Background: an optimization exercise with open tools, aiming at small area, a short achievable clock period and few clock cycles per item. Do not read the settings as production practice.
Only simulation tests tie the RTL to the original design; equivalence was not proved.

## flow/design.v (module list and top-level ports; edited modules follow where they fit)
// module rgbxy_lin: 13 lines
// module rgbxy_mat: 2382 lines
// module rgbxy_div: 135 lines
// module rgb_to_xy_chromaticity: 133 lines
module rgb_to_xy_chromaticity (
    input  logic        i_clk,
    input  logic        i_rst_n,
    input  logic        i_s_tvalid,
    output logic        o_s_tready,
    input  logic [23:0] i_s_tdata,    
    output logic        o_m_tvalid,
    input  logic        i_m_tready,
    output logic [31:0] o_m_tdata,    
    output logic [0:0]  o_m_tuser     
);
  // ...
==> flow/run.sh <==
#!/bin/bash
# synth_recipe.tcl (not shown) runs the flow's synth.tcl, then flattens the netlist and writes it again
# the make line also repeats each setting of config.mk as NAME=value (left out here)
make -C /OpenROAD-flow-scripts/flow DESIGN_CONFIG=/design/flow/config.mk WORK_HOME=/design/flow/orfs CLKGATE_MAP_FILE= SYNTH_SCRIPT=/design/flow/synth_recipe.tcl finish
==> flow/config.mk <==
export PLATFORM = sky130hd
export DESIGN_NAME = rgb_to_xy_chromaticity
export DESIGN_NICKNAME = rgb_to_xy_chromaticity
export VERILOG_FILES = /design/flow/design.v
export SDC_FILE = /design/flow/constraint.sdc
export NUM_CORES = 4
export LEC_CHECK = 0
export CAP_MARGIN = 20
export CORE_MARGIN = 2
export CORE_UTILIZATION = 40
export SETUP_SLACK_MARGIN = 4.3
export SLEW_MARGIN = 20
==> flow/constraint.sdc <==
create_clock -name core_clock -period 8.0 [get_ports {i_clk}]
set_input_delay 1.6000 -clock core_clock [delete_from_list [all_inputs] [get_ports {i_clk}]]
set_output_delay 1.6000 -clock core_clock [all_outputs]
set_load 0.01 [all_outputs]
==> flow_summary_export.csv, run 1 <==
group,metric,value,unit
outcome,status,"no timing/DRC/antenna violations",
finish,clk_share,0.06247,
logic_synthesis,synth_top_area_cell,"dfxtp_1",
finish,largest_cell_class,"multi-input gates",
sta,fmax,264.0,MHz
logic_synthesis,muxShareOfSynthArea,0.04901,
hold_path,hold_class,"reg2reg",
finish,multi_input_area_share,0.4694,
clocking,clock_path_buffers,4,
logic_synthesis,synth_xor_area_frac,0.01757,
routing,first_pass_iters,7,
grt,grt-busiest-layer,"met2",
finish,layout-drive-gt1-share,0.1363,
finish,nNonClkBuffers,601,
sta,rsz0062_at_grt,"true",
sta,period_share,0.4734,
finish,bufAreaShareNonClock,0.03709,
routing,drc,0,
logic_synthesis,synth_area,153400,um2
setup_path,cp_slowest_cell,"fa_1",
finish,nets,16438,
clocking,numCtsBuffers,315,
finish,n_antenna_cell,6,
setup_path,rr_worst_depth,13,
routing,ant_nets,0,
setup_path,cp.depth,13,
logic_synthesis,ys.flop_type,"dfxtp_1",
floorplanning,die_height,623.2,um
routing,first_iter_violations,9898,
sta,worst_slew_pin_slew,1155,ps
clocking,path_clk_slew,60,ps
logic_synthesis,synth_common_cells,"dfxtp_1 (2330), fa_1 (1773), inv_1 (1743), nand2_1 (1312), o21ai_0 (1073)",
placement,gp_congestion,0.9561,
floorplanning,ios,63,
Testbench counts, summed over its fixed seeds: cycles 16,120, items 16,000.
==> run 2, diff against run 1 <==
--- a/flow/config.mk
+++ b/flow/config.mk
@@ -5,8 +5,9 @@
 export SDC_FILE = /design/flow/constraint.sdc
 export NUM_CORES = 4
 export LEC_CHECK = 0
+export ABC_AREA = 1
 export CAP_MARGIN = 20
 export CORE_MARGIN = 2
 export CORE_UTILIZATION = 40
-export SETUP_SLACK_MARGIN = 4.3
+export SETUP_SLACK_MARGIN = 4.5
 export SLEW_MARGIN = 20
==> run 2 against run 1 <==
Clock skew down 10 ps. Worst setup slack better by 100 ps. Fmax increased by 2.8%. Core utilization up 0.056 points. Sequential cell count is the same. Final cell count increased by 12%. Wire length grew 5.9%. Register-to-register slack gained 100 ps. Critical path type unchanged. Highest routed layer unchanged.
==> flow_summary_export.csv, run 2 <==
group,metric,value,unit
outcome,status,"no timing/DRC/antenna violations",
sta,worst_slew_pin_slew,1101,ps
clocking,root_buffer,"clkbuf_16",
floorplanning,rows,228,
setup_path,crit_type,"reg2reg",
floorplanning,ios,63,
clocking,cts_tree,"done",
setup_path,cp_slowest_cell,"fa_1",
placement,placed_area,161100,um2
setup_path,crit_buf_inv,6,
routing,ant_nets,0,
setup_path,required,8770,ps
logic_synthesis,ys.flop_type,"dfxtp_1",
clocking,numCtsBuffers,315,
clocking,htreeDepth,5,
setup_path,crit_family,"adder cells",
sta,hold_viol,0,
grt,grt_usage,0.2457,
logic_synthesis,synth_common_cells,"nand2_1 (2511), inv_1 (2363), dfxtp_1 (2330), fa_1 (1773), nor2_1 (1348)",
setup_path,start_kind,"flip-flop",
routing,wl_per_cell,22.88,um
logic_synthesis,synth_cell_types,60,
sta,setup_viol,0,
logic_synthesis,synth_area,155200,um2
logic_synthesis,synth_top_area_share,0.3006,
setup_path,cp_slowest_stage_delay,540,ps
logic_synthesis,yosysWarnings,16,
finish,nets,18704,
grt,antenna_found_initial,12,
routing,first_pass_iters,8,
clocking,clock_path_buffers,4,
finish,finalInstanceArea,180500,um2
hold_path,hold_depth,0,
logic_synthesis,syn_nets,18570,
clocking,clk_latency,950,ps
finish,fill_cells,35785,
finish,layout-drive-gt1-share,0.1229,
floorplanning,die_height,626.8,um
setup_path,worstReg2RegEnd,"u_div.r_xs[7][16]",
grt,grt_pass1_wl,729200,um
routing,vias,112548,
placement,dpl.cell_count,20844,
logic_synthesis,synth_top_area_cell,"dfxtp_1",
finish,post-route-util,0.4677,
floorplanning,start_util,0.4020,
floorplanning,die_x,626.8,um
setup_path,reg2reg_from,"u_div.r_d[6][32]",
hold_path,hold_class,"reg2reg",
setup_path,cp-end-kind,"flip-flop",
setup_path,critPathMaxFanout,8,
placement,place_hpwl,345000,um
grt,grt-ovfl-total,0,
grt,grt_max_degree,127,
clocking,cts.sinks,2891,
grt,grt_pass1_vias,113325,
clocking,path_clk_slew,70,ps
logic_synthesis,post-synth-top-count-cell,"nand2_1",
sta,rsz0062_at_grt,"true",
finish,final_common_cell,"nand2_1",
routing,vias_per_cell,5.181,
logic_synthesis,synthArstFlopShare,0,
sta,skew,101.2,ps
logic_synthesis,syn-mean-instance-area,9.611,um2
routing,first_iter_violations,9763,
sta,setup_tns,0,ps
placement,numPortBuffers,62,
logic_synthesis,synth_seq_cells,2891,
logic_synthesis,synth_edf_count,561,
run,drv_cap,0,
finish,layout_common_cells,"nand2_1 (2313), inv_1 (2309), dfxtp_1 (2277), fa_1 (1643), nor2_1 (1289)",
sta,period_share,0.4604,
logic_synthesis,yosysSeqAreaShare,0.4092,
finish,fin_cells,21722,
placement,gp_congestion,0.9667,
setup_path,path_cells,"clkinvlp_4, buf_6, fa_1, inv_1, ha_2, fa_2, o21a_1, nand3_2, nand2_1, o21ai_1, nand2_1, a21oi_4, buf_12, buf_8, buf_16, nand2_2, o21ai_2, fa_2",
clocking,postCtsHoldBufs,0,
setup_path,rr_worst_depth,18,
sta,fmax,271.5,MHz
floorplanning,dieArea,392900,um2
setup_path,cp.arrival,4450,ps
hold_path,holdCritStartpoint,"u_div.r_yp[6][8]",
routing,totalWireLength,497000,um
routing,drc,0,
hold_path,holdPathEnd,"u_div.r_yp[7][10]",
logic_synthesis,synth.area.top_cells,"dfxtp_1 (30%), fa_1 (23%), edfxtp_1 (11%)",
sta,period_needed,3683,ps
finish,area_growth,16.35,%
floorplanning,coreArea,386000,um2
sta,drv_slew,0,
finish,largest_reg_flops,528,
sta,max_slew_margin,0.2613,
setup_path,r2r_slack,4320,ps
logic_synthesis,synth_cells,16144,
## run 2: cell type report
class | instances | area (um2) | share of cell area
antenna | 10 | 25.02 | 0.0001386
clock buffer | 421 | 8899 | 0.04929
clock inverter | 155 | 1829 | 0.01013
inverter | 2424 | 9255 | 0.05126
multi-input combinational | 10096 | 84020 | 0.4654
sequential | 2891 | 63610 | 0.3523
tap | 5175 | 6475 | 0.03586
timing repair buffer | 550 | 6429 | 0.03561
## run 2: how the worst max path moves through the flow
stage	endpoint	start	slack [ps]	depth (start not counted)
after floorplan	u_mat.r1098	r_lin[10]	4540	7
after global placement	u_div.r_xs[0][21]	r_s[27]	3350	15
after detailed placement	u_div.r_yc[0][1]	r_s[27]	3230	14
after CTS	u_div.r_xs[2][10]	u_div.r_d[1][32]	4350	17
after global routing	u_div.r_xs[7][16]	u_div.r_d[6][32]	4170	18
final	u_div.r_xs[7][16]	u_div.r_d[6][32]	4320	18
## run 2: repair_timing
item | in CTS | in global routing
endpoints found under the setup margin | 1645 | 1184
resized for setup | 582 | 1073
pin swaps | 114 | 357
gates cloned | 43 | 30
buffers inserted | 105 | 114
## run 2: routing by layer
metal | global-route usage | vias to the layer above | part of all wire
met2 | 0.4017 | 4434 | 0.47
met1 | 0.3198 | 55372 | 0.41
li1 | - | 51452 | -
met4 | 0.1139 | 2 | 0.057
met3 | 0.03913 | 1288 | 0.069
met5 | 0 | - | 0.000024
## run 2: cells by family (layout without fill, tap and decap cells)
kind of cell / count (synthesis) / count (layout) / synth area share
other: 0 / 10 / 0
adder cells (fa/ha/maj): 2398 / 2398 / 0.2791
buffers and inverters: 3177 / 3550 / 0.07831
AO/OA/AOI/OAI: 2847 / 2847 / 0.1009
flip-flops: 2891 / 2891 / 0.4092
AND/OR/NAND/NOR: 4571 / 4591 / 0.1178
XOR/XNOR: 260 / 260 / 0.01468
## run 2: per-stage QoR
stage / setup WS (ps) / hold WS [ps]
global route: 4174 / 264.3
detailed placement: 3231 / 312.1
floorplan: 4544 / 309.6
finish: 4317 / 252.1
CTS: 4346 / 246.9
global placement: 3350 / 309.9
## run 2: worst reg2reg max path, delay by kind of cell, from the launching register on
family / cells / cell delay, ps
simple gates: 4 / 320
flops: 1 / 370
compound gates: 4 / 600
fa+ha+maj: 4 / 1550
buf+inv: 6 / 690
==> module rgb_to_xy_chromaticity, before the edit <==
module rgb_to_xy_chromaticity (
    input  logic        i_clk,
    input  logic        i_rst_n,
    input  logic        i_s_tvalid,
    output logic        o_s_tready,
    input  logic [23:0] i_s_tdata,    
    output logic        o_m_tvalid,
    input  logic        i_m_tready,
    output logic [31:0] o_m_tdata,    
    output logic [0:0]  o_m_tuser     
);
    localparam int LAT = rgbxy_pkg::LAT;
    localparam int XW  = rgbxy_pkg::X_W;
    localparam int SW  = rgbxy_pkg::S_W;
    localparam int FD  = 16;           
    localparam int FA  = 4;            
    localparam int CAP = FD + 1;       
    localparam int CW  = 5;            
    logic [LAT-1:0] r_vld;             
    logic [LAT-1:0] r_blk;             
    logic [CW-1:0]  r_cnt;             
    logic           r_rdy;
    logic           w_acc, w_pop;
    assign w_acc = i_s_tvalid & r_rdy;
    assign w_pop = o_m_tvalid & i_m_tready;
    always_ff @(posedge i_clk) begin
        if (!i_rst_n) begin
            r_vld <= '0;
            r_cnt <= '0;
            r_rdy <= 1'b0;
        end else begin
            r_vld <= {r_vld[LAT-2:0], w_acc};
            case ({w_acc, w_pop})
                2'b10:   begin r_cnt <= r_cnt + 1'b1; r_rdy <= r_cnt + 2 <= CW'(CAP); end
                2'b01:   begin r_cnt <= r_cnt - 1'b1; r_rdy <= 1'b1; end
                default: begin r_rdy <= r_cnt + 1 <= CW'(CAP); end
            endcase
        end
    end
    assign o_s_tready = r_rdy;
    logic [23:0]              r_in;
    rgbxy_pkg::t_lin3         w_lin;
    rgbxy_pkg::t_lin3         r_lin;
    logic [XW-1:0]            w_xs, w_xc, w_ys, w_yc;
    logic [SW-1:0]            w_ss, w_sc;
    logic [XW-1:0]            r_x, r_y;
    logic [SW-1:0]            r_s;
    logic [14:0]              w_xa, w_xam1, w_ya, w_yam1;
    logic [1:0]               w_xd, w_yd;
    logic [rgbxy_pkg::R_W-1:0] w_xws, w_xwc, w_yws, w_ywc;
    logic [15:0]              w_xq, w_yq;
    always_ff @(posedge i_clk) begin
        r_in  <= i_s_tdata;
        r_blk <= {r_blk[LAT-2:0], i_s_tdata == '0};
    end
    rgbxy_lin u_lin (
        .i_red   (r_in[7:0]),
        .i_green (r_in[15:8]),
        .i_blue  (r_in[23:16]),
        .o_lin   (w_lin)
    );
    always_ff @(posedge i_clk) r_lin <= w_lin;
    rgbxy_mat u_mat (
        .i_clk (i_clk),
        .i_lin (r_lin),
        .o_xs  (w_xs), .o_xc (w_xc),
        .o_ys  (w_ys), .o_yc (w_yc),
        .o_ss  (w_ss), .o_sc (w_sc)
    );
    always_ff @(posedge i_clk) begin
        r_x  <= w_xs + w_xc;
        r_y  <= w_ys + w_yc;
        r_s  <= w_ss + w_sc;
    end
    rgbxy_div u_div (
        .i_clk      (i_clk),
        .i_num_x    (r_x),
        .i_num_y    (r_y),
        .i_den      (r_s),
        .o_x_a      (w_xa),
        .o_x_am1    (w_xam1),
        .o_x_q      (w_xd),
        .o_x_ws     (w_xws),
        .o_x_wc     (w_xwc),
        .o_y_a      (w_ya),
        .o_y_am1    (w_yam1),
        .o_y_q      (w_yd),
        .o_y_ws     (w_yws),
        .o_y_wc     (w_ywc)
    );
    function automatic logic [15:0] quot(input logic [14:0] a, input logic [14:0] am1,
                                         input logic [1:0] q, input logic neg);
        quot = {(q[1] | (~q[0] & ~neg)) ? a : am1, q[1] ^ q[0] ^ neg};
    endfunction
    logic [rgbxy_pkg::R_W-1:0] w_xr, w_yr;
    always_comb begin
        w_xr = w_xws + w_xwc;
        w_yr = w_yws + w_ywc;
        w_xq = quot(w_xa, w_xam1, w_xd, w_xr[rgbxy_pkg::R_W-1]);
        w_yq = quot(w_ya, w_yam1, w_yd, w_yr[rgbxy_pkg::R_W-1]);
    end
    logic [32:0]   r_mem [FD];
    logic [FA:0]   r_wp, r_rp;
    logic          r_ov;
    logic [32:0]   r_od;
    logic          w_empty, w_ld;
    assign w_empty = r_wp == r_rp;
    assign w_ld    = ~r_ov | i_m_tready;
    always_ff @(posedge i_clk) begin
        if (r_vld[LAT-1]) begin
            r_mem[r_wp[FA-1:0]] <= r_blk[LAT-1] ? 33'd0 : {1'b1, w_yq, w_xq};
        end
        if (w_ld) begin
            r_od <= r_mem[r_rp[FA-1:0]];
        end
    end
    always_ff @(posedge i_clk) begin
        if (!i_rst_n) begin
            r_wp <= '0;
            r_rp <= '0;
            r_ov <= 1'b0;
        end else begin
            if (r_vld[LAT-1]) r_wp <= r_wp + 1'b1;
            if (w_ld) begin
                r_ov <= ~w_empty;
                if (~w_empty) r_rp <= r_rp + 1'b1;
            end
        end
    end
    assign o_m_tvalid = r_ov;
    assign o_m_tdata  = r_od[31:0];
    assign o_m_tuser  = r_od[32];
endmodule
==> run 3, diff against run 2 <==
--- a/flow/design.v
+++ b/flow/design.v
@@ -2658,32 +2658,55 @@
     localparam int LAT = rgbxy_pkg::LAT;
     localparam int XW  = rgbxy_pkg::X_W;
     localparam int SW  = rgbxy_pkg::S_W;
-    localparam int FD  = 16;           
-    localparam int FA  = 4;            
-    localparam int CAP = FD + 1;       
-    localparam int CW  = 5;            
+    localparam int BD  = 16;           
+    localparam int BA  = 4;            
     logic [LAT-1:0] r_vld;             
     logic [LAT-1:0] r_blk;             
-    logic [CW-1:0]  r_cnt;             
-    logic           r_rdy;
-    logic           w_acc, w_pop;
-    assign w_acc = i_s_tvalid & r_rdy;
-    assign w_pop = o_m_tvalid & i_m_tready;
+    logic [BA:0]    r_sin;             
+    logic [BA:0]    r_siss;            
+    logic [BA:0]    r_sout;            
+    logic [BD-1:0]  r_cnt;             
+    logic           r_ov;              
+    logic           w_acc, w_iss, w_end, w_ld, w_take, w_drop;
+    assign w_acc  = i_s_tvalid & ~r_cnt[BD-1];
+    assign w_iss  = r_siss != r_sin;
+    assign w_end  = r_vld[LAT-1];
+    assign w_ld   = ~r_ov | i_m_tready;
+    assign w_take = w_end & w_ld;
+    assign w_drop = w_end & ~w_ld;
     always_ff @(posedge i_clk) begin
         if (!i_rst_n) begin
-            r_vld <= '0;
-            r_cnt <= '0;
-            r_rdy <= 1'b0;
+            r_vld  <= '0;
+            r_sin  <= '0;
+            r_siss <= '0;
+            r_sout <= '0;
+            r_cnt  <= '0;
+            r_ov   <= 1'b0;
         end else begin
-            r_vld <= {r_vld[LAT-2:0], w_acc};
-            case ({w_acc, w_pop})
-                2'b10:   begin r_cnt <= r_cnt + 1'b1; r_rdy <= r_cnt + 2 <= CW'(CAP); end
-                2'b01:   begin r_cnt <= r_cnt - 1'b1; r_rdy <= 1'b1; end
-                default: begin r_rdy <= r_cnt + 1 <= CW'(CAP); end
+            r_sin  <= r_sin + (BA+1)'(w_acc);
+            r_sout <= r_sout + (BA+1)'(w_take);
+            case ({w_acc, w_take})
+                2'b10:   r_cnt <= {r_cnt[BD-2:0], 1'b1};
+                2'b01:   r_cnt <= {1'b0, r_cnt[BD-1:1]};
+                default: r_cnt <= r_cnt;
             endcase
+            if (w_ld) r_ov <= w_end;
+            if (w_drop) begin
+                r_vld  <= '0;
+                r_siss <= r_sout;
+            end else begin
+                r_vld  <= {r_vld[LAT-2:0], w_iss};
+                r_siss <= r_siss + (BA+1)'(w_iss);
+            end
         end
     end
-    assign o_s_tready = r_rdy;
+    assign o_s_tready = ~r_cnt[BD-1];
+    logic [23:0] r_ib [BD];
+    logic [23:0] w_ib;
+    always_ff @(posedge i_clk) begin
+        if (w_acc) r_ib[r_sin[BA-1:0]] <= i_s_tdata;
+    end
+    assign w_ib = r_ib[r_siss[BA-1:0]];
     logic [23:0]              r_in;
     rgbxy_pkg::t_lin3         w_lin;
     rgbxy_pkg::t_lin3         r_lin;
@@ -2696,8 +2719,8 @@
     logic [rgbxy_pkg::R_W-1:0] w_xws, w_xwc, w_yws, w_ywc;
     logic [15:0]              w_xq, w_yq;
     always_ff @(posedge i_clk) begin
-        r_in  <= i_s_tdata;
-        r_blk <= {r_blk[LAT-2:0], i_s_tdata == '0};
+        r_in  <= w_ib;
+        r_blk <= {r_blk[LAT-2:0], w_ib == '0};
     end
     rgbxy_lin u_lin (
         .i_red   (r_in[7:0]),
@@ -2745,32 +2768,10 @@
         w_xq = quot(w_xa, w_xam1, w_xd, w_xr[rgbxy_pkg::R_W-1]);
         w_yq = quot(w_ya, w_yam1, w_yd, w_yr[rgbxy_pkg::R_W-1]);
     end
-    logic [32:0]   r_mem [FD];
-    logic [FA:0]   r_wp, r_rp;
-    logic          r_ov;
-    logic [32:0]   r_od;
-    logic          w_empty, w_ld;
-    assign w_empty = r_wp == r_rp;
-    assign w_ld    = ~r_ov | i_m_tready;
+    logic [32:0] r_od;
     always_ff @(posedge i_clk) begin
-        if (r_vld[LAT-1]) begin
-            r_mem[r_wp[FA-1:0]] <= r_blk[LAT-1] ? 33'd0 : {1'b1, w_yq, w_xq};
-        end
         if (w_ld) begin
-            r_od <= r_mem[r_rp[FA-1:0]];
-        end
-    end
-    always_ff @(posedge i_clk) begin
-        if (!i_rst_n) begin
-            r_wp <= '0;
-            r_rp <= '0;
-            r_ov <= 1'b0;
-        end else begin
-            if (r_vld[LAT-1]) r_wp <= r_wp + 1'b1;
-            if (w_ld) begin
-                r_ov <= ~w_empty;
-                if (~w_empty) r_rp <= r_rp + 1'b1;
-            end
+            r_od <= r_blk[LAT-1] ? 33'd0 : {1'b1, w_yq, w_xq};
         end
     end
     assign o_m_tvalid = r_ov;
--- a/flow/config.mk
+++ b/flow/config.mk
@@ -9,5 +9,6 @@
 export CAP_MARGIN = 20
 export CORE_MARGIN = 2
 export CORE_UTILIZATION = 40
-export SETUP_SLACK_MARGIN = 4.5
+export CTS_BUF_LIST = sky130_fd_sc_hd__clkbuf_8
+export SETUP_SLACK_MARGIN = 4.3
 export SLEW_MARGIN = 20
==> run 3 against run 2 <==
Hold slack better by 46 ps. Final cell count decreased by 2.1%. Worst setup slack improved by 12 ps. Non-clock buffer count decreased by 184. Global-route usage down 0.52 points. Fmax increased by 0.32%. Clock skew grew 15 ps. First-iteration DRC count decreased by 4.1%. Die area down 3.2%. Clock-buffer cell count increased by 148. Still clean.
==> flow_summary_export.csv, run 3 <==
group,metric,value,unit
logic_synthesis,synth_xor_area_frac,0.01581,
logic_synthesis,syn-mean-instance-area,9.526,um2
sta,drv_slew,0,
setup_path,crit_family,"adder cells",
logic_synthesis,synth_edf_count,417,
logic_synthesis,synth.area.top_cells,"dfxtp_1 (31%), fa_1 (24%), edfxtp_1 (8.3%)",
setup_path,critPathMaxFanout,13,
placement,gp_congestion,1.005,
run,drv_cap,0,
sta,period_needed,3672,ps
finish,multi_input_area,79830,um2
routing,totalWireLength,474600,um
routing,vias_per_cell,5.089,
routing,ant_nets,0,
grt,grt-ovfl-total,0,
routing,first_iter_violations,9366,
clocking,path_clk_slew,60,ps
logic_synthesis,synth_area,150100,um2
placement,dpl_worst_slack,3285,ps
finish,final_common_cell,"inv_1",
logic_synthesis,synth_common_cells,"inv_1 (2381), dfxtp_1 (2345), nand2_1 (2254), fa_1 (1772), nor2_1 (1488)",
logic_synthesis,synth_cells,15760,
logic_synthesis,yosysWarnings,16,
logic_synthesis,synth_cell_types,61,
logic_synthesis,synthArstFlopShare,0,
floorplanning,dieArea,380200,um2
sta,max_slew_margin,0.1282,
sta,setup_tns,0,ps
placement,numPortBuffers,62,
sta,rsz0062_at_grt,"true",
grt,grt_pass1_wl,696700,um
finish,area_growth,12.14,%
routing,drc,0,
setup_path,cp_slowest_stage_delay,650,ps
logic_synthesis,synth_top_area_share,0.3127,
sta,setup_viol,0,
grt,antenna_found_initial,18,
grt,grt_usage,0.2405,
setup_path,start_kind,"flip-flop",
logic_synthesis,yosysSeqAreaShare,0.3961,
floorplanning,die_x,616.6,um
grt,grt_max_degree,102,
finish,largest_reg_flops,384,
hold_path,hold_depth,0,
setup_path,cp.arrival,4610,ps
floorplanning,ios,63,
logic_synthesis,syn_nets,18181,
logic_synthesis,synthAdderAreaFrac,0.2881,
finish,fill_cells,35708,
clocking,clk_latency,1120,ps
finish,finalInstanceArea,168300,um2
finish,post-route-util,0.4513,
finish,seq_area,59540,um2
logic_synthesis,synth_top_family_by_area,"adder cells",
floorplanning,start_util,0.4024,
setup_path,cp.depth,8,
logic_synthesis,synth_top_area_cell,"dfxtp_1",
grt,grt_pass1_vias,109658,
setup_path,crit_top_cell,"fa_1",
setup_path,cp-end-kind,"flip-flop",
floorplanning,rows,224,
placement,place_hpwl,340100,um
clocking,clock_path_buffers,4,
outcome,status,"no timing/DRC/antenna violations",
finish,nets,18328,
sta,postLayoutSetupSlackWorst,4329,ps
floorplanning,die_height,616.6,um
sta,hold_viol,0,
finish,layout-drive-gt1-share,0.08287,
logic_synthesis,post-synth-top-count-cell,"inv_1",
clocking,cts.sinks,2762,
setup_path,crit_buf_inv,4,
hold_path,hold_class,"reg2reg",
placement,dpl.cell_count,20295,
finish,layout_common_cells,"inv_1 (2510), dfxtp_1 (2305), nand2_1 (2218), fa_1 (1769), nor2_1 (1459)",
placement,placed_area,155600,um2
sta,fmax,272.4,MHz
setup_path,path_cells,"buf_4, inv_1, fa_1, inv_1, fa_1, inv_1, fa_1, fa_1",
sta,period_share,0.4589,
finish,fin_cells,21257,
sta,worst_slew_pin_slew,1294,ps
logic_synthesis,muxShareOfSynthArea,0.0002667,
setup_path,cp_slowest_cell,"fa_1",
setup_path,crit_type,"reg2reg",
setup_path,rr_worst_depth,8,
routing,vias,108172,
setup_path,required,8930,ps
floorplanning,coreArea,373000,um2
routing,wl_per_cell,22.33,um
routing,first_pass_iters,6,
clocking,postCtsHoldBufs,0,
logic_synthesis,synth_compound_area_frac,0.1010,
clocking,numCtsBuffers,457,
clocking,root_buffer,"clkbuf_8",
clocking,cts_tree,"done",
sta,skew,116.5,ps
clocking,htreeDepth,5,
logic_synthesis,ys.flop_type,"dfxtp_1",
logic_synthesis,synth_seq_cells,2762,
logic_synthesis,synth-simple-area-share,0.1174,
==> run 3: worst paths after layout <==
kind	startpoint	to	slack, ps
min reg2reg	r_blk[8]	r_blk[9]	300
max reg2reg	r_lin[29]	u_mat.r1090	4330
max	r_lin[29]	u_mat.r1090	4330
min	r_blk[8]	r_blk[9]	300
==> run 3: final cells by class <==
class,count,area share
multi-input combinational,9888,0.4742
sequential,2762,0.3537
inverter,2431,0.05490
clock buffer,569,0.04652
tap,4972,0.03695
timing repair buffer,366,0.02304
clock inverter,261,0.01055
antenna,7,0.0001041
timing repair inverter,1,0.00005203
==> run 3: repair_timing <==
item,4_1_cts,5_1_grt
setup buffers,32,47
pin swaps,14,33
endpoints found under the setup margin,1108,935
cloned,14,32
resized for setup,188,331
==> run 3: metal layers <==
layer  part of all wire  routed length (um)  track usage
met4              0.044               20840      0.09243
met2               0.46              216100       0.3816
met3              0.073               34500      0.04315
met1               0.43              203100       0.3272
met5           0.000097                  46            0
==> run 3: cell families after synthesis <==
logic type,count (synthesis)
mux,4
compound gates,2772
flops,2762
fa+ha+maj,2393
buf+inv,3136
simple gates,4422
xor+xnor,271
==> run 3: worst register-to-register path: stages, from the launching register on <==
cell and delay (ps):
dfxtp_1 320, buf_4 450, inv_1 540, fa_1 660
inv_1 50, fa_1 500, inv_1 50, fa_1 510
fa_1 450
==> run 3: through the flow <==
step	hold slack, ps
floorplan	309.6
global placement	311.2
detailed placement	312.1
CTS	296.0
global route	292.1
finish	298.5
Testbench counts of run 3, summed over its fixed seeds: cycles 16,120, items 16,000.
==> run 4, diff against run 3 <==
--- a/flow/config.mk
+++ b/flow/config.mk
@@ -10,5 +10,5 @@
 export CORE_MARGIN = 2
 export CORE_UTILIZATION = 40
 export CTS_BUF_LIST = sky130_fd_sc_hd__clkbuf_8
-export SETUP_SLACK_MARGIN = 4.3
+export SETUP_SLACK_MARGIN = 4.7
 export SLEW_MARGIN = 20
==> run 4 against run 3 <==
Hold slack improved by 9.9 ps. Synthesized area unchanged. Non-clock buffer count increased by 320. Via count increased by 2.4%. Synthesized cell count unchanged. Critical endpoint is now u_div.r_xs[4][13]. Core utilization increased by 2.9 points. Wire length increased by 5.1%. Worst setup slack improved by 110 ps. First-iteration DRC count increased by 2.4%. Clock-buffer cell count increased by 4.
==> flow_summary_export.csv, run 4 <==
group,metric,value,unit
sta,fmax,280.5,MHz
setup_path,cp.arrival,4530,ps
setup_path,crit_type,"reg2reg",
logic_synthesis,synth_cells,15760,
logic_synthesis,synthArstFlopShare,0,
routing,wl_per_cell,23.10,um
sta,postLayoutSetupSlackWorst,4435,ps
logic_synthesis,synthAdderAreaFrac,0.2881,
setup_path,rr_worst_depth,15,
sta,period_share,0.4457,
logic_synthesis,yosysSeqAreaShare,0.3961,
setup_path,start_kind,"flip-flop",
clocking,path_clk_slew,70,ps
grt,antenna_found_initial,20,
floorplanning,coreArea,373000,um2
logic_synthesis,synth_common_cells,"inv_1 (2381), dfxtp_1 (2345), nand2_1 (2254), fa_1 (1772), nor2_1 (1488)",
sta,setup_tns,0,ps
placement,dpl.cell_count,20295,
logic_synthesis,synth_edf_count,417,
setup_path,cp-end-kind,"flip-flop",
grt,grt_pass1_vias,112917,
finish,final_common_cell,"inv_1",
grt,grt_max_degree,112,
routing,drc,0,
placement,placed_area,155600,um2
setup_path,reg2reg_from,"u_div.r_d[3][31]",
sta,max_slew_margin,0.1641,
logic_synthesis,synth_cell_types,61,
routing,first_iter_violations,9593,
clocking,postCtsHoldBufs,0,
sta,drv_slew,0,
sta,skew,123.0,ps
hold_path,hold_class,"reg2reg",
clocking,root_buffer,"clkbuf_8",
setup_path,cp-startpoint,"u_div.r_d[3][31]",
sta,hold_viol,0,
routing,vias_per_cell,5.131,
floorplanning,rows,224,
placement,numPortBuffers,62,
clocking,clk_latency,1160,ps
logic_synthesis,synth_xor_area_frac,0.01581,
logic_synthesis,synth_seq_cells,2762,
grt,grt-ovfl-total,0,
logic_synthesis,synth-simple-area-share,0.1174,
finish,largest_reg_flops,384,
logic_synthesis,ys.flop_type,"dfxtp_1",
finish,layout_common_cells,"inv_1 (2402), dfxtp_1 (2270), nand2_1 (2089), fa_1 (1429), nor2_1 (1428)",
logic_synthesis,syn_nets,18181,
floorplanning,die_x,616.6,um
grt,grt_pass1_wl,731200,um
floorplanning,dieArea,380200,um2
clocking,cts_tree,"done",
finish,nets,18655,
clocking,clock_path_buffers,4,
clocking,cts.sinks,2762,
logic_synthesis,synth_compound_area_frac,0.1010,
grt,grt_usage,0.2550,
sta,worst_slew_pin_slew,1249,ps
routing,totalWireLength,498800,um
logic_synthesis,muxShareOfSynthArea,0.0002667,
outcome,status,"no timing/DRC/antenna violations",
clocking,numCtsBuffers,462,
sta,rsz0062_at_grt,"true",
run,drv_cap,0,
setup_path,worstReg2RegEnd,"u_div.r_xs[4][13]",
finish,area_growth,19.23,%
logic_synthesis,synth_top_area_share,0.3127,
finish,finalInstanceArea,179000,um2
floorplanning,ios,63,
sta,period_needed,3565,ps
logic_synthesis,yosysWarnings,16,
sta,setup_viol,0,
floorplanning,die_height,616.6,um
setup_path,endpoint,"u_div.r_xs[4][13]",
placement,gp_congestion,0.9817,
routing,ant_nets,0,
hold_path,hold_depth,0,
routing,first_pass_iters,6,
logic_synthesis,synth_area,150100,um2
clocking,htreeDepth,5,
finish,layout-drive-gt1-share,0.1705,
setup_path,required,8960,ps
placement,place_hpwl,345300,um
logic_synthesis,synth.area.top_cells,"dfxtp_1 (31%), fa_1 (24%), edfxtp_1 (8.3%)",
setup_path,critPathMaxFanout,8,
logic_synthesis,synth_top_family_by_area,"adder cells",
floorplanning,start_util,0.4024,
setup_path,r2r_slack,4430,ps
logic_synthesis,post-synth-top-count-cell,"inv_1",
placement,dpl_worst_slack,3370,ps
routing,vias,110798,
logic_synthesis,syn-mean-instance-area,9.526,um2
finish,fin_cells,21593,
logic_synthesis,synth_top_area_cell,"dfxtp_1",
==> run 4: worst min path at each step <==
stage,endpoint,from
final,u_div.r_xp[7][12],u_div.r_xp[6][10]
after floorplan,r_blk[10],r_blk[9]
after global placement,u_div.r_yp[3][3],u_div.r_yp[2][1]
after detailed placement,u_div.r_xn[7][6],u_div.r_xn[6][4]
after global routing,r_blk[2],r_blk[1]
after CTS,r_blk[2],r_blk[1]
==> run 4: routing by layer <==
metal,up-vias,track usage,wire length [um]
li1,50768,-,-
met1,54434,0.3334,206100
met2,4357,0.4133,230000
met3,1231,0.04572,35960
met4,8,0.1134,26590
met5,-,0.001894,147
==> run 4: cells by family after synthesis <==
logic type / count (synthesis)
AOI/OAI and AO/OA: 2772
and+or+nand+nor: 4422
xor gates and xnor gates: 271
muxes: 4
DFF: 2762
buffers and inverters: 3136
adders and majority gates: 2393
==> run 4: critical path: stages, from the launching register on <==
cell,delay (ps)
dfxtp_2,480
inv_1,220
o21ai_0,500
ha_4,220
fa_1,410
nand2_1,80
a21oi_2,30
o21ai_1,90
nand2_1,90
nand3_2,100
and2_4,250
buf_12,130
buf_16,140
nand2_1,70
o21ai_2,80
fa_2,450
==> run 4: repair_timing <==
| item | in CTS | in global routing |
|---|---|---|
| hold endpoints to repair | 0 | 0 |
| setup buffers | 197 | 156 |
| resized for setup | 1191 | 1210 |
| gates cloned | 76 | 18 |
| pin swaps | 284 | 349 |
| endpoints found under the setup margin | 1337 | 1118 |
==> run 4: area by class of cell <==
cell class              instances  area [um2]
multi-input cells            9886       85360
fillers                     34427      194000
repair buffers                686        8233
diodes                          4       10.01
inverters                    2431        9454
flip-flops and latches       2762       59670
repair inverters                5       36.28
clock inverters               274        2125
well taps                    4972        6221
clock buffers                 573        7886
==> run 4: per-stage QoR <==
stage | utilization | hold WS, ps
6_report | 0.4798 | 308.4
5_1_grt | 0.4798 | 308.3
4_1_cts | 0.4627 | 291.0
3_5_place_dp | 0.4171 | 312.1
3_3_place_gp | 0.4171 | 311.2
2_1_floorplan | - | 309.6
==> run 5, diff against run 4 <==
--- a/flow/config.mk
+++ b/flow/config.mk
@@ -6,9 +6,9 @@
 export NUM_CORES = 4
 export LEC_CHECK = 0
 export ABC_AREA = 1
-export CAP_MARGIN = 20
+export CAP_MARGIN = 10
 export CORE_MARGIN = 2
-export CORE_UTILIZATION = 40
+export CORE_UTILIZATION = 55
 export CTS_BUF_LIST = sky130_fd_sc_hd__clkbuf_8
-export SETUP_SLACK_MARGIN = 4.7
-export SLEW_MARGIN = 20
+export SETUP_SLACK_MARGIN = 4.3
+export SLEW_MARGIN = 10
==> run 5 against run 4 <==
Clock-buffer cell count is 32 lower. Core utilization is 13 points higher. Critical endpoint is now r_x[31]. Synthesized area stayed put. Final cell count is 8.1% lower. Clock skew is 62 ps higher.
==> flow_summary_export.csv, run 5 <==
group,metric,value,unit
sta,setup_tns,0,ps
floorplanning,die_height,526.4,um
placement,place_hpwl,362000,um
placement,numPortBuffers,62,
sta,max_slew_margin,0.1544,
hold_path,hold_class,"reg2reg",
grt,grt_pass1_vias,116222,
finish,post-route-util,0.6144,
grt,grt_usage,0.3517,
clocking,path_clk_slew,60,ps
finish,largest_reg_flops,384,
logic_synthesis,ys.flop_type,"dfxtp_1",
logic_synthesis,synth_common_cells,"inv_1 (2381), dfxtp_1 (2345), nand2_1 (2254), fa_1 (1772), nor2_1 (1488)",
clocking,htreeDepth,5,
grt,grt_pass1_wl,730300,um
logic_synthesis,yosysWarnings,16,
finish,layout_common_cells,"inv_1 (2481), dfxtp_1 (2305), nand2_1 (2222), fa_1 (1762), nor2_1 (1460)",
finish,seq_area,59550,um2
logic_synthesis,synth_top_area_share,0.3127,
finish,area_growth,11.01,%
floorplanning,ios,63,
routing,ant_nets,0,
sta,period_needed,3741,ps
logic_synthesis,syn_nets,18181,
finish,layout-drive-gt1-share,0.08355,
logic_synthesis,syn-mean-instance-area,9.526,um2
clocking,cts_tree,"done",
setup_path,critPathMaxFanout,5,
routing,vias,112483,
setup_path,cp.arrival,4680,ps
floorplanning,start_util,0.5535,
routing,totalWireLength,502500,um
logic_synthesis,post-synth-top-count-cell,"inv_1",
logic_synthesis,yosysSeqAreaShare,0.3961,
sta,fmax,267.3,MHz
grt,grt-ovfl-total,0,
finish,fill_cells,22309,
logic_synthesis,synthArstFlopShare,0,
finish,nets,18326,
floorplanning,die_x,526.4,um
routing,vias_per_cell,5.666,
run,drv_cap,0,
sta,setup_viol,0,
clocking,root_buffer,"clkbuf_8",
routing,wl_per_cell,25.31,um
grt,grt_max_degree,106,
clocking,clock_path_buffers,4,
sta,drv_slew,0,
logic_synthesis,synth_cell_types,61,
floorplanning,coreArea,271200,um2
clocking,postCtsHoldBufs,0,
sta,hold_viol,0,
sta,timing.hold.ws,308.6,ps
floorplanning,rows,191,
floorplanning,dieArea,277100,um2
sta,rsz0062_at_grt,"true",
clocking,cts.sinks,2762,
clocking,numCtsBuffers,438,
sta,worst_slew_pin_slew,1252,ps
logic_synthesis,synth_seq_cells,2762,
setup_path,start_kind,"flip-flop",
routing,first_iter_violations,10447,
logic_synthesis,synth_top_area_cell,"dfxtp_1",
grt,antenna_found_initial,23,
logic_synthesis,synth_area,150100,um2
sta,period_share,0.4676,
logic_synthesis,synth_cells,15760,
sta,skew,185.0,ps
clocking,clk_latency,1160,ps
setup_path,crit_type,"reg2reg",
routing,first_pass_iters,8,
routing,drc,0,
finish,multi_input_area,79720,um2
placement,gp_congestion,1.057,
logic_synthesis,synth.area.top_cells,"dfxtp_1 (31%), fa_1 (24%), edfxtp_1 (8.3%)",
finish,final_common_cell,"inv_1",
outcome,status,"no timing/DRC/antenna violations",
setup_path,required,8940,ps
setup_path,cp-end-kind,"flip-flop",
logic_synthesis,synth_edf_count,417,
==> run 5: cell counts after synthesis <==
No cell type changed its count.
==> run 5: per-stage QoR <==
step	cell area (um2)	instances	worst slack, ps
global placement	153800	18898	2958
detailed placement	153800	18898	2947
floorplan	150100	15760	4544
global route	166600	19847	4219
CTS	164700	19752	4269
finish	166600	19852	4259
==> run 5: layer usage <==
| metal | vias up | GRT usage | wire length (um) |
|---|---|---|---|
| met5 | - | 0 | 79 |
| met4 | 12 | 0.2171 | 37020 |
| met3 | 1563 | 0.06294 | 37060 |
| met2 | 5213 | 0.5835 | 239300 |
| met1 | 55654 | 0.4266 | 189100 |
| li1 | 50041 | - | - |
==> run 5: final timing paths <==
check	start	endpoint	slack (ps)	cells past startpoint
worst max-delay path	u_mat.r457	r_x[31]	4260	11
worst min register to register	u_div.r_xp[5][4]	u_div.r_xp[6][6]	310	0
worst max register to register	u_mat.r457	r_x[31]	4260	11
worst min-delay path	u_div.r_xp[5][4]	u_div.r_xp[6][6]	310	0
==> run 5: cells by family (layout without fill, tap and decap cells) <==
family,count (synthesis),in the layout,share of synthesized area
simple gates,4422,4436,0.1174
buf+inv,3136,3628,0.08134
xor+xnor,271,271,0.01581
mux,4,4,0.0002667
fa+ha+maj,2393,2393,0.2881
flops,2762,2762,0.3961
other cells,0,16,0
compound gates,2772,2772,0.1010
==> run 5: critical path, stage by stage (launching register included) <==
cell     delay (ps)
dfxtp_1         340
inv_1            60
fa_1            490
fa_1            600
inv_1            70
ha_1            520
nand2_1         240
o21ai_0         380
a21oi_1          90
nand3_1         230
a31oi_1         140
xnor2_1         390
==> run 5: layout make-up <==
cell class	instances	share of cell area
Antenna cell	16	0.0002403
Clock buffer	541	0.04468
Clock inverter	260	0.01247
Inverter	2431	0.05553
Multi-Input combinational cell	9876	0.4784
Sequential cell	2762	0.3573
Tap cell	3570	0.02680
Timing Repair Buffer	394	0.02445
Timing Repair inverter	2	0.00009761
==> run 5: what timing repair did <==
item	CTS	global route
endpoints found under the setup margin	1106	917
resized for setup	224	285
buffers inserted	38	58
pin swaps	16	51
gates cloned	15	26
==> module rgbxy_div, before the edit <==
module rgbxy_div (
    input  logic                           i_clk,
    input  logic [rgbxy_pkg::X_W-1:0]      i_num_x,
    input  logic [rgbxy_pkg::X_W-1:0]      i_num_y,
    input  logic [rgbxy_pkg::S_W-1:0]      i_den,
    output logic [rgbxy_pkg::OUT_W-2:0]    o_x_a,      
    output logic [rgbxy_pkg::OUT_W-2:0]    o_x_am1,    
    output logic [1:0]                     o_x_q,      
    output logic [rgbxy_pkg::R_W-1:0]      o_x_ws,     
    output logic [rgbxy_pkg::R_W-1:0]      o_x_wc,
    output logic [rgbxy_pkg::OUT_W-2:0]    o_y_a,
    output logic [rgbxy_pkg::OUT_W-2:0]    o_y_am1,
    output logic [1:0]                     o_y_q,
    output logic [rgbxy_pkg::R_W-1:0]      o_y_ws,
    output logic [rgbxy_pkg::R_W-1:0]      o_y_wc
);
    localparam int SW  = rgbxy_pkg::S_W;
    localparam int RW  = rgbxy_pkg::R_W;
    localparam int NQ  = rgbxy_pkg::FRAC_BITS;
    localparam int NP  = rgbxy_pkg::DIV_PAIRS;
    logic [SW-1:0] n_d [5];
    logic [SW-1:0] n_x [5];
    logic [SW-1:0] n_y [5];
    assign n_d[0] = i_den;
    assign n_x[0] = SW'(i_num_x);
    assign n_y[0] = SW'(i_num_y);
    for (genvar l = 0; l < 4; l++) begin : g_norm
        localparam int A = 8 >> l;
        wire sh = n_d[l][SW-1 -: A] == '0;
        assign n_d[l+1] = sh ? n_d[l] << A : n_d[l];
        assign n_x[l+1] = sh ? n_x[l] << A : n_x[l];
        assign n_y[l+1] = sh ? n_y[l] << A : n_y[l];
    end
    logic [SW-2:0] r_d  [NP+2];
    logic [RW-1:0] r_xs [NP+2];
    logic [RW-1:0] r_xc [NP+2];
    logic [RW-1:0] r_ys [NP+2];
    logic [RW-1:0] r_yc [NP+2];
    logic [NQ-1:0] r_xp [NP+2];
    logic [NQ-1:0] r_xn [NP+2];
    logic [NQ-1:0] r_yp [NP+2];
    logic [NQ-1:0] r_yn [NP+2];
    always_ff @(posedge i_clk) begin
        r_d[0]  <= n_d[4][SW-2:0];
        r_xs[0] <= {1'b0, n_x[4], 1'b1};
        r_xc[0] <= {3'b110, ~n_d[4][SW-2:0]};
        r_ys[0] <= {1'b0, n_y[4], 1'b1};
        r_yc[0] <= {3'b110, ~n_d[4][SW-2:0]};
        r_xp[0] <= NQ'(1);
        r_xn[0] <= '0;
        r_yp[0] <= NQ'(1);
        r_yn[0] <= '0;
    end
    function automatic logic [1:0] sel(input logic [3:0] est);
        sel = {~est[3], est[3] & (est != 4'hf)};    
    endfunction
    function automatic logic [RW-1:0] mult(input logic [1:0] q, input logic [SW-2:0] d);
        mult = q[1] ? {3'b110, ~d} : (q[0] ? {3'b001, d} : '0);
    endfunction
    function automatic logic [2*RW-1:0] csa(input logic [RW-1:0] ws, input logic [RW-1:0] wc,
                                            input logic [RW-1:0] m, input logic cin);
        logic [RW-1:0] a, b, s, cy;
        a   = {ws[RW-2:0], 1'b0};
        b   = {wc[RW-2:0], 1'b0};
        s   = a ^ b ^ m;
        cy  = (a & b) | (a & m) | (b & m);
        csa = {s, cy[RW-2:0], cin};
    endfunction
    function automatic logic [3:0] next_est(input logic [4:0] a, input logic [4:0] b,
                                            input logic [4:0] m);
        logic [4:0] s, cy;
        s  = a ^ b ^ m;
        cy = (a & b) | (a & m) | (b & m);
        next_est = s[4:1] + cy[3:0];
    endfunction
    function automatic logic [2*RW+3:0] two_steps(input logic [RW-1:0] ws, input logic [RW-1:0] wc,
                                                 input logic [SW-2:0] d);
        logic [1:0]    q1, q2;
        logic [3:0]    e_p, e_z, e_n, e2;
        logic [4:0]    ta, tb;
        logic [RW-1:0] mp, mn;
        logic [2*RW-1:0] w1, w2;
        q1  = sel(ws[RW-1 -: 4] + wc[RW-1 -: 4]);
        ta  = ws[RW-2 -: 5];
        tb  = wc[RW-2 -: 5];
        mp  = mult(2'b10, d);
        mn  = mult(2'b01, d);
        e_p = next_est(ta, tb, mp[RW-1 -: 5]);
        e_z = next_est(ta, tb, 5'b0);
        e_n = next_est(ta, tb, mn[RW-1 -: 5]);
        e2  = q1[1] ? e_p : (q1[0] ? e_n : e_z);
        q2  = sel(e2);
        w1  = csa(ws, wc, mult(q1, d), q1[1]);
        w2  = csa(w1[2*RW-1:RW], w1[RW-1:0], mult(q2, d), q2[1]);
        two_steps = {q1, q2, w2};
    endfunction
    for (genvar st = 0; st < NP; st++) begin : g_stg
        logic [2*RW+3:0] rx, ry;
        always_comb begin
            rx = two_steps(r_xs[st], r_xc[st], r_d[st]);
            ry = two_steps(r_ys[st], r_yc[st], r_d[st]);
        end
        always_ff @(posedge i_clk) begin
            r_d[st+1]  <= r_d[st];
            r_xs[st+1] <= rx[2*RW-1:RW];
            r_xc[st+1] <= rx[RW-1:0];
            r_ys[st+1] <= ry[2*RW-1:RW];
            r_yc[st+1] <= ry[RW-1:0];
            r_xp[st+1] <= {r_xp[st][NQ-3:0], rx[2*RW+3], rx[2*RW+1]};
            r_xn[st+1] <= {r_xn[st][NQ-3:0], rx[2*RW+2], rx[2*RW]};
            r_yp[st+1] <= {r_yp[st][NQ-3:0], ry[2*RW+3], ry[2*RW+1]};
            r_yn[st+1] <= {r_yn[st][NQ-3:0], ry[2*RW+2], ry[2*RW]};
        end
    end
    logic [1:0]      w_xq, w_yq;
    logic [2*RW-1:0] w_xw, w_yw;
    always_comb begin
        w_xq = sel(r_xs[NP][RW-1 -: 4] + r_xc[NP][RW-1 -: 4]);
        w_yq = sel(r_ys[NP][RW-1 -: 4] + r_yc[NP][RW-1 -: 4]);
        w_xw = csa(r_xs[NP], r_xc[NP], mult(w_xq, r_d[NP]), w_xq[1]);
        w_yw = csa(r_ys[NP], r_yc[NP], mult(w_yq, r_d[NP]), w_yq[1]);
    end
    always_ff @(posedge i_clk) begin
        o_x_a   <= r_xp[NP][NQ-2:0] - r_xn[NP][NQ-2:0];
        o_x_am1 <= r_xp[NP][NQ-2:0] + ~r_xn[NP][NQ-2:0];
        o_x_q   <= w_xq;
        o_x_ws  <= w_xw[2*RW-1:RW];
        o_x_wc  <= w_xw[RW-1:0];
        o_y_a   <= r_yp[NP][NQ-2:0] - r_yn[NP][NQ-2:0];
        o_y_am1 <= r_yp[NP][NQ-2:0] + ~r_yn[NP][NQ-2:0];
        o_y_q   <= w_yq;
        o_y_ws  <= w_yw[2*RW-1:RW];
        o_y_wc  <= w_yw[RW-1:0];
    end
endmodule
==> run 6, diff against run 5 <==
--- a/flow/design.v
+++ b/flow/design.v
@@ -2515,12 +2515,10 @@
     input  logic [rgbxy_pkg::X_W-1:0]      i_num_y,
     input  logic [rgbxy_pkg::S_W-1:0]      i_den,
     output logic [rgbxy_pkg::OUT_W-2:0]    o_x_a,      
-    output logic [rgbxy_pkg::OUT_W-2:0]    o_x_am1,    
     output logic [1:0]                     o_x_q,      
     output logic [rgbxy_pkg::R_W-1:0]      o_x_ws,     
     output logic [rgbxy_pkg::R_W-1:0]      o_x_wc,
     output logic [rgbxy_pkg::OUT_W-2:0]    o_y_a,
-    output logic [rgbxy_pkg::OUT_W-2:0]    o_y_am1,
     output logic [1:0]                     o_y_q,
     output logic [rgbxy_pkg::R_W-1:0]      o_y_ws,
     output logic [rgbxy_pkg::R_W-1:0]      o_y_wc
@@ -2551,12 +2549,12 @@
     logic [NQ-1:0] r_xn [NP+2];
     logic [NQ-1:0] r_yp [NP+2];
     logic [NQ-1:0] r_yn [NP+2];
+    logic [RW-1:0] w_c0;
+    assign w_c0 = {3'b110, ~r_d[0]};
     always_ff @(posedge i_clk) begin
         r_d[0]  <= n_d[4][SW-2:0];
         r_xs[0] <= {1'b0, n_x[4], 1'b1};
-        r_xc[0] <= {3'b110, ~n_d[4][SW-2:0]};
         r_ys[0] <= {1'b0, n_y[4], 1'b1};
-        r_yc[0] <= {3'b110, ~n_d[4][SW-2:0]};
         r_xp[0] <= NQ'(1);
         r_xn[0] <= '0;
         r_yp[0] <= NQ'(1);
@@ -2608,8 +2606,8 @@
     for (genvar st = 0; st < NP; st++) begin : g_stg
         logic [2*RW+3:0] rx, ry;
         always_comb begin
-            rx = two_steps(r_xs[st], r_xc[st], r_d[st]);
-            ry = two_steps(r_ys[st], r_yc[st], r_d[st]);
+            rx = two_steps(r_xs[st], (st == 0) ? w_c0 : r_xc[st], r_d[st]);
+            ry = two_steps(r_ys[st], (st == 0) ? w_c0 : r_yc[st], r_d[st]);
         end
         always_ff @(posedge i_clk) begin
             r_d[st+1]  <= r_d[st];
@@ -2633,12 +2631,10 @@
     end
     always_ff @(posedge i_clk) begin
         o_x_a   <= r_xp[NP][NQ-2:0] - r_xn[NP][NQ-2:0];
-        o_x_am1 <= r_xp[NP][NQ-2:0] + ~r_xn[NP][NQ-2:0];
         o_x_q   <= w_xq;
         o_x_ws  <= w_xw[2*RW-1:RW];
         o_x_wc  <= w_xw[RW-1:0];
         o_y_a   <= r_yp[NP][NQ-2:0] - r_yn[NP][NQ-2:0];
-        o_y_am1 <= r_yp[NP][NQ-2:0] + ~r_yn[NP][NQ-2:0];
         o_y_q   <= w_yq;
         o_y_ws  <= w_yw[2*RW-1:RW];
         o_y_wc  <= w_yw[RW-1:0];
@@ -2747,12 +2743,10 @@
         .i_num_y    (r_y),
         .i_den      (r_s),
         .o_x_a      (w_xa),
-        .o_x_am1    (w_xam1),
         .o_x_q      (w_xd),
         .o_x_ws     (w_xws),
         .o_x_wc     (w_xwc),
         .o_y_a      (w_ya),
-        .o_y_am1    (w_yam1),
         .o_y_q      (w_yd),
         .o_y_ws     (w_yws),
         .o_y_wc     (w_ywc)
@@ -2762,6 +2756,8 @@
         quot = {(q[1] | (~q[0] & ~neg)) ? a : am1, q[1] ^ q[0] ^ neg};
     endfunction
     logic [rgbxy_pkg::R_W-1:0] w_xr, w_yr;
+    assign w_xam1 = w_xa - 1'b1;
+    assign w_yam1 = w_ya - 1'b1;
     always_comb begin
         w_xr = w_xws + w_xwc;
         w_yr = w_yws + w_ywc;
--- a/flow/config.mk
+++ b/flow/config.mk
@@ -6,9 +6,9 @@
 export NUM_CORES = 4
 export LEC_CHECK = 0
 export ABC_AREA = 1
-export CAP_MARGIN = 10
+export CAP_MARGIN = 20
 export CORE_MARGIN = 2
-export CORE_UTILIZATION = 55
+export CORE_UTILIZATION = 40
 export CTS_BUF_LIST = sky130_fd_sc_hd__clkbuf_8
 export SETUP_SLACK_MARGIN = 4.3
-export SLEW_MARGIN = 10
+export SLEW_MARGIN = 20
==> run 6 against run 5 <==
Final cell count up 5.8%. Fmax up 0.82%. Critical path type unchanged. Non-clock buffer count down 35. Highest routed layer unchanged. Wire length down 6.0%. Core utilization shrank 16 points.
==> flow_summary_export.csv, run 6 <==
group,metric,value,unit
floorplanning,die_x,612.4,um
grt,antenna_found_initial,17,
routing,vias,106570,
floorplanning,start_util,0.4015,
finish,seq_area,58280,um2
placement,place_hpwl,345700,um
placement,gp_congestion,1.003,
clocking,cts.sinks,2699,
sta,drv_slew,0,
clocking,path_clk_slew,60,ps
logic_synthesis,synth_edf_count,417,
logic_synthesis,synth_common_cells,"inv_1 (2463), dfxtp_1 (2282), nand2_1 (2192), fa_1 (1770), nor2_1 (1337)",
sta,setup_viol,0,
logic_synthesis,synth_top_area_share,0.3085,
logic_synthesis,syn_nets,17938,
finish,fill_cells,35410,
finish,area_growth,12.06,%
floorplanning,coreArea,368900,um2
grt,grt_pass1_vias,107482,
placement,numPortBuffers,62,
sta,rsz0062_at_grt,"true",
sta,postLayoutSetupSlackWorst,4290,ps
clocking,numCtsBuffers,448,
grt,grt_max_degree,172,
outcome,status,"no timing/DRC/antenna violations",
grt,grt_pass1_wl,694700,um
setup_path,crit_type,"reg2reg",
finish,nets,18090,
placement,dpl_worst_slack,3068,ps
finish,final_common_cell,"inv_1",
hold_path,hold_class,"reg2reg",
routing,first_iter_violations,9454,
sta,max_slew_margin,0.2290,
floorplanning,rows,223,
sta,setup_tns,0,ps
sta,hold_viol,0,
finish,layout_common_cells,"inv_1 (2567), dfxtp_1 (2241), nand2_1 (2161), fa_1 (1761), nor2_1 (1308)",
floorplanning,ios,63,
logic_synthesis,yosysSeqAreaShare,0.3931,
sta,worst_slew_pin_slew,1155,ps
sta,skew,103.6,ps
routing,totalWireLength,472300,um
sta,period_share,0.4638,
logic_synthesis,synth_top_area_cell,"dfxtp_1",
clocking,root_buffer,"clkbuf_8",
logic_synthesis,synthArstFlopShare,0,
sta,fmax,269.5,MHz
setup_path,cp-end-kind,"flip-flop",
logic_synthesis,syn-mean-instance-area,9.542,um2
routing,first_pass_iters,6,
routing,drc,0,
setup_path,critPathMaxFanout,18,
setup_path,cp.arrival,4600,ps
clocking,htreeDepth,5,
floorplanning,dieArea,375100,um2
logic_synthesis,synth.area.top_cells,"dfxtp_1 (31%), fa_1 (24%), edfxtp_1 (8.5%)",
setup_path,start_kind,"flip-flop",
finish,layout-drive-gt1-share,0.08156,
routing,wl_per_cell,22.49,um
logic_synthesis,post-synth-top-count-cell,"inv_1",
logic_synthesis,synth_cell_types,61,
clocking,clk_latency,1120,ps
logic_synthesis,synth_cells,15519,
finish,largest_reg_flops,384,
clocking,cts_tree,"done",
setup_path,required,8890,ps
floorplanning,die_height,612.4,um
grt,grt-ovfl-total,0,
clocking,clock_path_buffers,4,
logic_synthesis,yosysWarnings,16,
run,drv_cap,0,
logic_synthesis,synth_seq_cells,2699,
sta,period_needed,3710,ps
logic_synthesis,synth_area,148100,um2
logic_synthesis,ys.flop_type,"dfxtp_1",
routing,ant_nets,0,
routing,vias_per_cell,5.074,
grt,grt_usage,0.2453,
finish,multi_input_area,78610,um2
==> run 6: cells by family (layout without fill, tap and decap cells) <==
| logic type | Yosys count | in the layout | synth area share |
|---|---|---|---|
| muxes | 2 | 2 | 0.0001352 |
| other | 0 | 16 | 0 |
| adders and majority gates | 2391 | 2391 | 0.2918 |
| xor gates and xnor gates | 266 | 266 | 0.01573 |
| and+or+nand+nor | 4302 | 4313 | 0.1171 |
| buffers and inverters | 3182 | 3690 | 0.08226 |
| AOI/OAI and AO/OA | 2677 | 2677 | 0.09991 |
| DFF | 2699 | 2699 | 0.3931 |
==> run 6: final timing paths <==
path / startpoint / depth (start not counted) / end / slack, ps
max: r_in[9] / 12 / r_lin[23] / 4290
min reg2reg: u_div.r_yp[6][10] / 0 / u_div.r_yp[7][12] / 270
max reg2reg: r_in[9] / 12 / r_lin[23] / 4290
min: u_div.r_yp[6][10] / 0 / u_div.r_yp[7][12] / 270
==> run 6: layout make-up <==
cell class | count | share of cell area
multi-input cells | 9649 | 0.4738
flip-flops and latches | 2699 | 0.3512
inverters | 2513 | 0.05768
clock buffers | 542 | 0.04496
well taps | 4950 | 0.03732
repair buffers | 359 | 0.02188
clock inverters | 275 | 0.01287
diodes | 16 | 0.0002413
repair inverters | 1 | 0.00005278
==> run 6: timing repair <==
action	4_1_cts	5_1_grt
buffers inserted	41	42
setup endpoints to repair	1150	941
gates resized for setup	172	332
hold buffers	0	0
pin swaps	9	36
cloned	5	27
==> run 6: per-stage QoR <==
stage          cell area [um2]  hold WS [ps]    util  instances
2_1_floorplan           148100         309.6       -      15519
3_3_place_gp            153800         310.8  0.4168      20056
3_5_place_dp            153800         312.1  0.4168      20056
4_1_cts                 164200         244.5  0.4453      20919
5_1_grt                 165900         260.6  0.4498      20990
6_report                165900         267.7  0.4499      21004
==> run 6: critical path: stages, from the launching register on <==
cell and delay, ps:
dfxtp_1 320, buf_4 320, inv_1 390, ha_2 590, inv_1 270, nand2_2 330, inv_1 80, o21ai_0 340
a21oi_1 110, o21ai_0 170, nand3_1 80, a21oi_1 390, a31oi_1 130
==> run 6: layer usage <==
metal | GRT usage | share of wire | vias up | wire, um
met2 | 0.3818 | 0.45 | 4058 | 211400
met3 | 0.04976 | 0.076 | 1052 | 35770
met1 | 0.3376 | 0.43 | 52198 | 205000
met4 | 0.08970 | 0.043 | 2 | 20140
li1 | - | - | 49260 | -
met5 | 0 | 0.000017 | - | 8
Testbench counts of run 6, summed over its fixed seeds: cycles 16,120, items 16,000.
==> run 7, diff against run 6 <==
--- a/flow/config.mk
+++ b/flow/config.mk
@@ -9,6 +9,8 @@
 export CAP_MARGIN = 20
 export CORE_MARGIN = 2
 export CORE_UTILIZATION = 40
-export CTS_BUF_LIST = sky130_fd_sc_hd__clkbuf_8
+export CTS_BUF_LIST = sky130_fd_sc_hd__clkbuf_16
+export CTS_CLUSTER_DIAMETER = 100
+export CTS_CLUSTER_SIZE = 20
 export SETUP_SLACK_MARGIN = 4.3
 export SLEW_MARGIN = 20
==> run 7 against run 6 <==
Via count fell by 2.3%. Critical endpoint is now u_div.r_xs[7][25]. Still clean on timing, DRC and antenna. Sequential share of layout area rose by 1.1 points.
==> flow_summary_export.csv, run 7 <==
group,metric,value,unit
floorplanning,dieArea,375100,um2
routing,vias_per_cell,5.100,
sta,drv_slew,0,
placement,place_hpwl,345700,um
clocking,clk_latency,920,ps
finish,layout_common_cells,"inv_1 (2466), dfxtp_1 (2238), nand2_1 (2168), fa_1 (1763), nor2_1 (1308)",
sta,period_needed,3739,ps
finish,area_growth,8.736,%
logic_synthesis,synth_cell_types,61,
clocking,postCtsHoldBufs,0,
logic_synthesis,synth_top_area_cell,"dfxtp_1",
logic_synthesis,synth.area.top_cells,"dfxtp_1 (31%), fa_1 (24%), edfxtp_1 (8.5%)",
placement,numPortBuffers,62,
finish,largest_reg_flops,384,
routing,drc,0,
routing,first_iter_violations,9165,
clocking,clock_path_buffers,4,
logic_synthesis,ys.flop_type,"dfxtp_1",
floorplanning,die_height,612.4,um
sta,setup_viol,0,
grt,antenna_found_initial,14,
finish,final_common_cell,"inv_1",
sta,skew,93.56,ps
run,drv_cap,0,
grt,grt_usage,0.2424,
sta,worst_slew_pin_slew,1122,ps
clocking,cts.sinks,2699,
placement,dpl_worst_slack,3068,ps
logic_synthesis,yosysSeqAreaShare,0.3931,
floorplanning,start_util,0.4015,
logic_synthesis,synth_edf_count,417,
setup_path,start_kind,"flip-flop",
setup_path,cp.arrival,4480,ps
sta,setup_tns,0,ps
clocking,numCtsBuffers,165,
finish,layout-drive-gt1-share,0.05280,
placement,dpl.cell_count,20056,
floorplanning,ios,63,
placement,gp_congestion,1.003,
logic_synthesis,synth_common_cells,"inv_1 (2463), dfxtp_1 (2282), nand2_1 (2192), fa_1 (1770), nor2_1 (1337)",
hold_path,holdCritStartpoint,"u_div.r_yp[4][6]",
grt,grt-ovfl-total,0,
clocking,cts_tree,"done",
clocking,htreeDepth,4,
setup_path,reg2reg_from,"u_div.r_xs[6][30]",
floorplanning,rows,223,
logic_synthesis,post-synth-top-count-cell,"inv_1",
grt,grt_max_degree,172,
floorplanning,coreArea,368900,um2
logic_synthesis,synth_seq_cells,2699,
sta,hold_viol,0,
setup_path,cp-end-kind,"flip-flop",
sta,period_share,0.4674,
outcome,status,"no timing/DRC/antenna violations",
grt,grt_pass1_vias,104444,
logic_synthesis,synth_top_area_share,0.3085,
routing,first_pass_iters,8,
routing,totalWireLength,465800,um
logic_synthesis,synth_cells,15519,
setup_path,critPathMaxFanout,8,
clocking,path_clk_slew,80,ps
routing,vias,104128,
logic_synthesis,yosysWarnings,16,
clocking,root_buffer,"clkbuf_16",
sta,postLayoutSetupSlackWorst,4261,ps
finish,nets,17808,
grt,grt_pass1_wl,685600,um
sta,max_slew_margin,0.2507,
setup_path,crit_type,"reg2reg",
finish,post-route-util,0.4365,
setup_path,required,8740,ps
floorplanning,die_x,612.4,um
sta,rsz0062_at_grt,"true",
setup_path,cp-startpoint,"u_div.r_xs[6][30]",
sta,fmax,267.4,MHz
logic_synthesis,synth_area,148100,um2
hold_path,hold_class,"reg2reg",
routing,ant_nets,0,
logic_synthesis,syn-mean-instance-area,9.542,um2
finish,fin_cells,20419,
logic_synthesis,syn_nets,17938,
logic_synthesis,synthArstFlopShare,0,
routing,wl_per_cell,22.81,um
## run 7: cell counts after synthesis
Identical to the previous run, type by type.
## run 7: path summary, 6_finish.rpt
check,endpoint,slack (ps),cells after the start
max,u_div.r_xs[7][25],4260,14
min,u_div.r_yp[5][8],280,0
max reg2reg,u_div.r_xs[7][25],4260,14
min reg2reg,u_div.r_yp[5][8],280,0
## run 7: metal layers
layer,vias up,track usage,share of wire
li1,48404,-,-
met1,51266,0.3382,0.44
met2,3624,0.3815,0.45
met3,832,0.04282,0.069
met4,2,0.07843,0.040
met5,-,0,0.000017
## run 7: logic make-up after synthesis
| family | after synthesis | synth area share |
|---|---|---|
| AO/OA/AOI/OAI | 2677 | 0.09991 |
| XOR/XNOR | 266 | 0.01573 |
| adder cells (fa/ha/maj) | 2391 | 0.2918 |
| buffers and inverters | 3182 | 0.08226 |
| flip-flops | 2699 | 0.3931 |
| multiplexers | 2 | 0.0001352 |
| AND/OR/NAND/NOR | 4302 | 0.1171 |
## run 7: worst max-delay path: stages (launching register included)
cell and delay [ps]:
dfxtp_1 470, ha_1 330, inv_1 80, o21ai_0 260
ha_1 300, inv_1 70, fa_1 460, nand3b_1 180
o21ai_2 240, a31oi_4 150, buf_12 190, clkbuf_16 180
nand2_1 70, o21ai_0 100, fa_1 500
## run 7: area by class of cell
| type | count | area [um2] |
|---|---|---|
| Antenna cell | 13 | 32.53 |
| Clock buffer | 169 | 4229 |
| Clock inverter | 65 | 536.8 |
| Fill cell | 35662 | 207800 |
| Inverter | 2513 | 9579 |
| Multi-Input combinational cell | 9648 | 78480 |
| Sequential cell | 2699 | 58290 |
| Tap cell | 4950 | 6193 |
| Timing Repair Buffer | 362 | 3676 |
## run 7: per-stage QoR
stage	area [um2]	hold slack (ps)
3_5_place_dp	153800	312.1
4_1_cts	159400	261.6
6_report	161000	279.0
2_1_floorplan	148100	309.6
5_1_grt	161000	276.1
3_3_place_gp	153800	310.8
## run 7: what timing repair did
action                                  in CTS  in global routing
setup buffers                               37                 50
gates cloned                                 5                 24
gates resized for setup                    138                295
endpoints found under the setup margin    1102                893
pin swaps                                    9                 40

[port drivers added, routing unchanged]
No port has a modelled driver above. Below, the same layouts with a new extraction and two added sets of constraints.
Step 1, drivers: a clkbuf_16 drives i_clk and a buf_2 each remaining input, both assumed.
Step 2 times the ports against the registers' clock, not the clock port: input delays grow and output delays shrink by t, the midpoint of the rising clock arrivals with the driver on.
a / b / c = ideal ports / drivers / drivers and shift; a / b = the first two.
run	t, ns	slack for setup (ns)	cell pins on the clock port's net
run 1	1.032	4.213 / 4.213 / 3.926	1
run 2	1.022	4.317 / 4.317 / 4.030	1
run 3	1.176	4.329 / 4.329 / 4.093	1
run 4	1.200	4.435 / 4.435 / 3.858	1
run 5	1.170	4.259 / 4.259 / 3.961	1
run 6	1.193	4.290 / 4.290 / 3.995	1
run 7	0.987	4.261 / 4.261 / 3.994	1
After both steps setup and hold are still met in every run listed. For run 4, which loses most, drivers alone change the setup slack by 0.000 ns; drivers and shift together by -0.577 ns.
